Context: an optimization exercise on an open-source flow, tuned for a short achievable clock period. The choices shown serve that exercise and are no tape-out recipe.

== run 1 ==
==> flow/design.v <==
`timescale 1ns/1ns
`default_nettype none
package cf_pkg;
   localparam int num_slots   = 2;
   localparam int instr_w     = 32;
   localparam int addr_w      = 32;
   localparam int reg_addr_w  = 5;
   localparam int queue_depth = 4;
   localparam int ptr_w       = 3;    
   localparam int wb_delay    = 2;    
   typedef logic [instr_w-1:0]    instr_t;
   typedef logic [addr_w-1:0]     addr_t;
   typedef logic [reg_addr_w-1:0] reg_addr_t;
   typedef logic [2:0]            isize_t;    
   typedef struct packed {
      instr_t instr;
      addr_t  pc;
      addr_t  next_pc;
      logic   next_pc_valid;    
      logic   taken;
      isize_t isize;
   } cf_entry_t;
   typedef struct packed {
      logic      check;
      reg_addr_t rd;
      addr_t     link;    
   } link_job_t;
   function automatic logic is_branch(input instr_t instr);
      is_branch = instr[6:0] == 7'b1100011;
   endfunction
   function automatic logic is_jal(input instr_t instr);
      is_jal = instr[6:0] == 7'b1101111;
   endfunction
   function automatic logic is_jalr(input instr_t instr);
      is_jalr = instr[6:0] == 7'b1100111;
   endfunction
   function automatic logic is_cf(input instr_t instr);
      is_cf = (instr[6:0] == 7'b1100011) || (instr[6:0] == 7'b1101111) ||
              (instr[6:0] == 7'b1100111);
   endfunction
   function automatic reg_addr_t get_rd(input instr_t instr);
      get_rd = instr[11:7];
   endfunction
   function automatic addr_t dest_offset(input addr_t  pc,
                                         input addr_t  dest,
                                         input instr_t instr,
                                         input logic   taken,
                                         input isize_t isize);
      addr_t offset;
      offset = dest - pc;
      if ((instr[6:0] == 7'b1100011) && !taken)
         offset = offset - addr_t'(isize);
      dest_offset = offset;
   endfunction
endpackage
`default_nettype wire
`timescale 1ns/1ns
`default_nettype none
module cf_add_small #(
   parameter int low = 4
) (
   input  logic [31:0]    a,
   input  logic [low-1:0] b,
   output logic [31:0]    s
);
   logic [low:0] lo;
   assign lo       = {1'b0, a[low-1:0]} + {1'b0, b};
   assign s[low-1:0] = lo[low-1:0];
   for (genvar i = low; i < 32; i++) begin : g_up
      if (i == low) begin : g_first
         assign s[i] = a[i] ^ lo[low];
      end else begin : g_rest
         assign s[i] = a[i] ^ (lo[low] & (&a[i-1:low]));
      end
   end
endmodule
`default_nettype wire
`timescale 1ns/1ns
`default_nettype none
module cf_checker_top (
   input  logic                 clk,
   input  logic                 reset_,
   input  logic                 cf_enable,
   input  logic   [cf_pkg::num_slots:1] commit,
   input  cf_pkg::instr_t [cf_pkg::num_slots:1] slot_instr,
   input  cf_pkg::addr_t  [cf_pkg::num_slots:1] slot_pc,
   input  cf_pkg::isize_t [cf_pkg::num_slots:1] slot_isize,
   input  logic   [cf_pkg::num_slots:1] slot_taken,           
   input  logic   [cf_pkg::num_slots:1] slot_is_dup,
   input  logic   [cf_pkg::num_slots:1] slot_received_kill,
   input  logic                 dut_branch_taken,
   input  logic                 rf_write_en,
   input  cf_pkg::reg_addr_t            rf_write_rd,
   input  cf_pkg::addr_t                rf_write_data,
   output logic                 rf_lock,
   output logic                 rf_unlock,
   output logic                 check_done,
   output logic                 err_cf_dest,
   output logic                 err_no_orig,
   output logic                 err_link
);
   logic        cf1, cf2, c1, found, is_dup, any_commit;
   logic        push, save;
   logic [31:0] ev_instr, ev_pc;
   logic [2:0]  ev_isize;
   logic        ev_taken, ev_isbr, ev_islink;
   assign cf1 = (slot_instr[1][6:0] == 7'b1100011) || (slot_instr[1][6:0] == 7'b1101111) ||
                (slot_instr[1][6:0] == 7'b1100111);
   assign cf2 = (slot_instr[2][6:0] == 7'b1100011) || (slot_instr[2][6:0] == 7'b1101111) ||
                (slot_instr[2][6:0] == 7'b1100111);
   assign c1         = commit[1] && cf1;             
   assign found      = c1 || (commit[2] && cf2);
   assign is_dup     = c1 ? slot_is_dup[1] : slot_is_dup[2];
   assign any_commit = commit[1] || commit[2];
   assign push       = cf_enable && found && !is_dup;
   assign save       = cf_enable && found && is_dup;
   assign ev_instr = c1 ? slot_instr[1] : slot_instr[2];
   assign ev_pc    = c1 ? slot_pc[1]    : slot_pc[2];
   assign ev_isize = c1 ? slot_isize[1] : slot_isize[2];
   assign ev_taken = is_dup ? (dut_branch_taken || (c1 ? slot_received_kill[1]
                                                       : slot_received_kill[2]))
                            : (c1 ? slot_taken[1] : slot_taken[2]);
   assign ev_isbr    = ev_instr[6:0] == 7'b1100011;
   assign ev_islink  = (ev_instr[6:0] == 7'b1101111) || (ev_instr[6:0] == 7'b1100111);
   logic [31:0] q_instr [0:3];
   logic [31:0] q_g     [0:3];
   logic [31:0] q_npc   [0:3];
   logic        q_taken [0:3];
   logic [2:0]  cnt;
   logic        need_patch;      
   logic        held, empty, compare, pop, patch;
   logic [2:0]  wpos, ppos;
   logic [31:0] ev_g;
   assign empty   = cnt == 3'd0;
   assign compare = held && any_commit;
   assign pop     = compare && !empty;
   assign patch   = any_commit && need_patch;
   assign wpos    = cnt - {2'b00, pop};
   assign ppos    = cnt - 3'd1 - {2'b00, pop};
   logic [3:0]  lo1, lo2;
   logic [31:3] inc1, inc2;
   logic        fall, bump;
   assign lo1 = {1'b0, slot_pc[1][2:0]} + {1'b0, slot_isize[1]};
   assign lo2 = {1'b0, slot_pc[2][2:0]} + {1'b0, slot_isize[2]};
   assign inc1[3] = ~slot_pc[1][3];
   assign inc2[3] = ~slot_pc[2][3];
   for (genvar i = 4; i < 32; i++) begin : g_inc
      assign inc1[i] = slot_pc[1][i] ^ (&slot_pc[1][i-1:3]);
      assign inc2[i] = slot_pc[2][i] ^ (&slot_pc[2][i-1:3]);
   end
   assign fall = ev_isbr && !ev_taken;
   assign bump = fall && (c1 ? lo1[3] : lo2[3]);
   assign ev_g[2:0]  = fall ? (c1 ? lo1[2:0] : lo2[2:0]) : ev_pc[2:0];
   assign ev_g[31:3] = bump ? (c1 ? inc1 : inc2) : ev_pc[31:3];
   always_ff @(posedge clk) begin
      for (int i = 0; i < 4; i++) begin
         if (push && wpos == 3'(i)) begin
            q_instr[i] <= ev_instr;
            q_g[i]     <= ev_g;
            q_npc[i]   <= slot_pc[2];
            q_taken[i] <= ev_taken;
         end else begin
            if (pop && i < 3) begin
               q_instr[i] <= q_instr[i+1];
               q_g[i]     <= q_g[i+1];
               q_npc[i]   <= q_npc[i+1];
               q_taken[i] <= q_taken[i+1];
            end
            if (patch && ppos == 3'(i))
               q_npc[i] <= slot_pc[1];
         end
      end
   end
   always_ff @(posedge clk) begin
      if (!reset_) begin
         cnt        <= '0;
         need_patch <= 1'b0;
      end else begin
         cnt <= cnt + {2'b00, push} - {2'b00, pop};
         if (any_commit) need_patch <= push && !(c1 && commit[2]);
      end
   end
   logic [31:0] d_instr, d_g;
   logic        d_taken, d_isbr;
   always_ff @(posedge clk) begin
      if (!reset_)   held <= 1'b0;
      else if (save) held <= 1'b1;
      else if (compare) held <= 1'b0;
   end
   always_ff @(posedge clk) begin
      if (save) begin
         d_instr <= ev_instr;
         d_g     <= ev_g;
         d_taken <= ev_taken;
         d_isbr  <= ev_isbr;
      end
   end
   logic mism;    
   assign mism = (q_instr[0] != d_instr) || (d_isbr && (q_taken[0] != d_taken));
   logic [31:0] ps, pc2, px, cin_need, cout;
   logic [31:0] ok;
   assign ps  = q_npc[0] ^ ~q_g[0] ^ d_g;
   assign pc2 = {((q_npc[0] & ~q_g[0]) | (q_npc[0] & d_g) | (~q_g[0] & d_g)), 1'b1};
   assign px  = ps ^ pc2;
   assign cin_need = px ^ slot_pc[1];
   assign cout     = (ps & pc2) | (px & ~slot_pc[1]);
   assign ok[0]    = ~cin_need[0];
   for (genvar i = 1; i < 32; i++) begin : g_ok
      assign ok[i] = cin_need[i] == cout[i-1];
   end
   logic e_mism, e_pop;
   logic [1:0] e_off_ne;
   always_ff @(posedge clk) begin
      if (!reset_) begin
         check_done  <= 1'b0;
         err_no_orig <= 1'b0;
         e_mism      <= 1'b0;
         e_pop       <= 1'b0;
      end else begin
         check_done  <= compare;
         err_no_orig <= compare && empty;
         e_mism      <= pop && mism;
         e_pop       <= pop;
      end
   end
   always_ff @(posedge clk) begin
      e_off_ne[0] <= !(&ok[15:0]);
      e_off_ne[1] <= !(&ok[31:16]);
   end
   assign err_cf_dest = e_mism || (e_pop && (e_off_ne[0] || e_off_ne[1]));
   logic        j0_v, j1_v;
   logic [4:0]  j0_rd, j1_rd;
   logic [31:0] j0_pc, j1_link;
   logic [2:0]  j0_isize;
   logic [31:0] j0_link;
   cf_add_small #(.low(3)) u_add_link (.a(j0_pc), .b(j0_isize), .s(j0_link));
   always_ff @(posedge clk) begin
      if (!reset_) begin
         j0_v <= 1'b0;
         j1_v <= 1'b0;
      end else begin
         j0_v <= (push || save) && ev_islink && (ev_instr[11:7] != 5'd0);
         j1_v <= j0_v;
      end
   end
   always_ff @(posedge clk) begin
      j0_rd    <= ev_instr[11:7];
      j0_pc    <= ev_pc;
      j0_isize <= ev_isize;
      j1_rd    <= j0_rd;
      j1_link  <= j0_link;
   end
   assign rf_lock   = j1_v && rf_write_en && (rf_write_rd != 5'd0);
   assign rf_unlock = rf_write_en && !rf_lock;
   always_ff @(posedge clk) begin
      if (!reset_)
         err_link <= 1'b0;
      else
         err_link <= j1_v && (!rf_write_en || (rf_write_rd != j1_rd) ||
                              (rf_write_data != j1_link));
   end
endmodule
`default_nettype wire
Settings: LEC_CHECK=0, CAP_MARGIN=20, CORE_MARGIN=2, CORE_UTILIZATION=40, SETUP_SLACK_MARGIN=5.0, SLEW_MARGIN=20, TNS_END_PERCENT=5; clock period 5.6 ns.
standard.sh (not shown) runs the stock make flow with config.mk's settings and CLKGATE_MAP_FILE= SYNTH_SCRIPT=/design/flow/synth_recipe.tcl, a recipe that flattens the netlist after the stock synthesis.
==> flow/flow/run.sh <==
#!/bin/bash
# Standard ORFS layout with faster port buffers and unrestricted timing repair.
# Each tool's full output stays in orfs/logs; this script's own log is flow_run.log.
set -uo pipefail
exec > flow_run.log 2>&1
bash standard.sh \
   BUFFER_PORTS_ARGS="-buffer_cell sky130_fd_sc_hd__buf_4" \
   MATCH_CELL_FOOTPRINT=0 \
   finish
> inputs changed (run 1 -> run 2)
--- a/flow/design.v
+++ b/flow/design.v
@@ -138,19 +138,8 @@
    assign wpos    = cnt - {2'b00, pop};
    assign ppos    = cnt - 3'd1 - {2'b00, pop};
-   logic [3:0]  lo1, lo2;
-   logic [31:3] inc1, inc2;
-   logic        fall, bump;
-   assign lo1 = {1'b0, slot_pc[1][2:0]} + {1'b0, slot_isize[1]};
-   assign lo2 = {1'b0, slot_pc[2][2:0]} + {1'b0, slot_isize[2]};
-   assign inc1[3] = ~slot_pc[1][3];
-   assign inc2[3] = ~slot_pc[2][3];
-   for (genvar i = 4; i < 32; i++) begin : g_inc
-      assign inc1[i] = slot_pc[1][i] ^ (&slot_pc[1][i-1:3]);
-      assign inc2[i] = slot_pc[2][i] ^ (&slot_pc[2][i-1:3]);
-   end
-   assign fall = ev_isbr && !ev_taken;
-   assign bump = fall && (c1 ? lo1[3] : lo2[3]);
-   assign ev_g[2:0]  = fall ? (c1 ? lo1[2:0] : lo2[2:0]) : ev_pc[2:0];
-   assign ev_g[31:3] = bump ? (c1 ? inc1 : inc2) : ev_pc[31:3];
+   logic [31:0] pcs1, pcs2;
+   cf_add_small #(.low(3)) u_add_1 (.a(slot_pc[1]), .b(slot_isize[1]), .s(pcs1));
+   cf_add_small #(.low(3)) u_add_2 (.a(slot_pc[2]), .b(slot_isize[2]), .s(pcs2));
+   assign ev_g = (ev_isbr && !ev_taken) ? (c1 ? pcs1 : pcs2) : ev_pc;
    always_ff @(posedge clk) begin
       for (int i = 0; i < 4; i++) begin
@@ -209,24 +198,15 @@
       assign ok[i] = cin_need[i] == cout[i-1];
    end
-   logic e_mism, e_pop;
-   logic [1:0] e_off_ne;
    always_ff @(posedge clk) begin
       if (!reset_) begin
          check_done  <= 1'b0;
          err_no_orig <= 1'b0;
-         e_mism      <= 1'b0;
-         e_pop       <= 1'b0;
+         err_cf_dest <= 1'b0;
       end else begin
          check_done  <= compare;
          err_no_orig <= compare && empty;
-         e_mism      <= pop && mism;
-         e_pop       <= pop;
-      end
-   end
-   always_ff @(posedge clk) begin
-      e_off_ne[0] <= !(&ok[15:0]);
-      e_off_ne[1] <= !(&ok[31:16]);
-   end
-   assign err_cf_dest = e_mism || (e_pop && (e_off_ne[0] || e_off_ne[1]));
+         err_cf_dest <= pop && (mism || !(&ok));
+      end
+   end
    logic        j0_v, j1_v;
    logic [4:0]  j0_rd, j1_rd;
==> notes.md <==
- Taking run 1 as the reference point, the clock skew after layout of run 2 rises by 0.016 ns.
- Comparing run 2 and run 1, the higher worst hold slack was measured on run 2.
- Against run 1 as the reference, run 2 delivers a higher proportion of synthesized area in mux cells.
- Compared with run 1, in run 2 total of fill cells in the finished design increased by 126 relative to the old numbers, number of non-filler instances in the completed layout rose by 0.69%, die area went up 1.9%.
No run of this note included a check of the RTL's function; only the layout flow was run.

-- what the ideal ports hide --
In the flow no input, the clock included, has a driving cell. The finished layouts below were timed again as built, in two steps.
Step 1: set_driving_cell puts a clkbuf_16 on clk and a buf_2 on each other input, an assumption about the parent block.
Step 2 also shifts input and output timing later by t, the mid clock arrival at the registers, as if the neighbouring blocks saw the same clock.
a / b / c = ideal ports / drivers / drivers and shift; a / b = the first two.
| run | t, ns | slack for setup (ns) | hold slack, ns |
|---|---|---|---|
| run 1 | 0.698 | 2.362 / 2.327 / 1.717 | 0.320 / 0.320 / 0.320 |
| run 2 | 0.693 | 2.310 / 2.298 / 1.668 | 0.330 / 0.330 / 0.330 |
After both steps setup and hold are still met in every run listed. The setup slack of run 1, which loses most, moves by -0.035 ns with the drivers and by -0.645 ns with both steps.
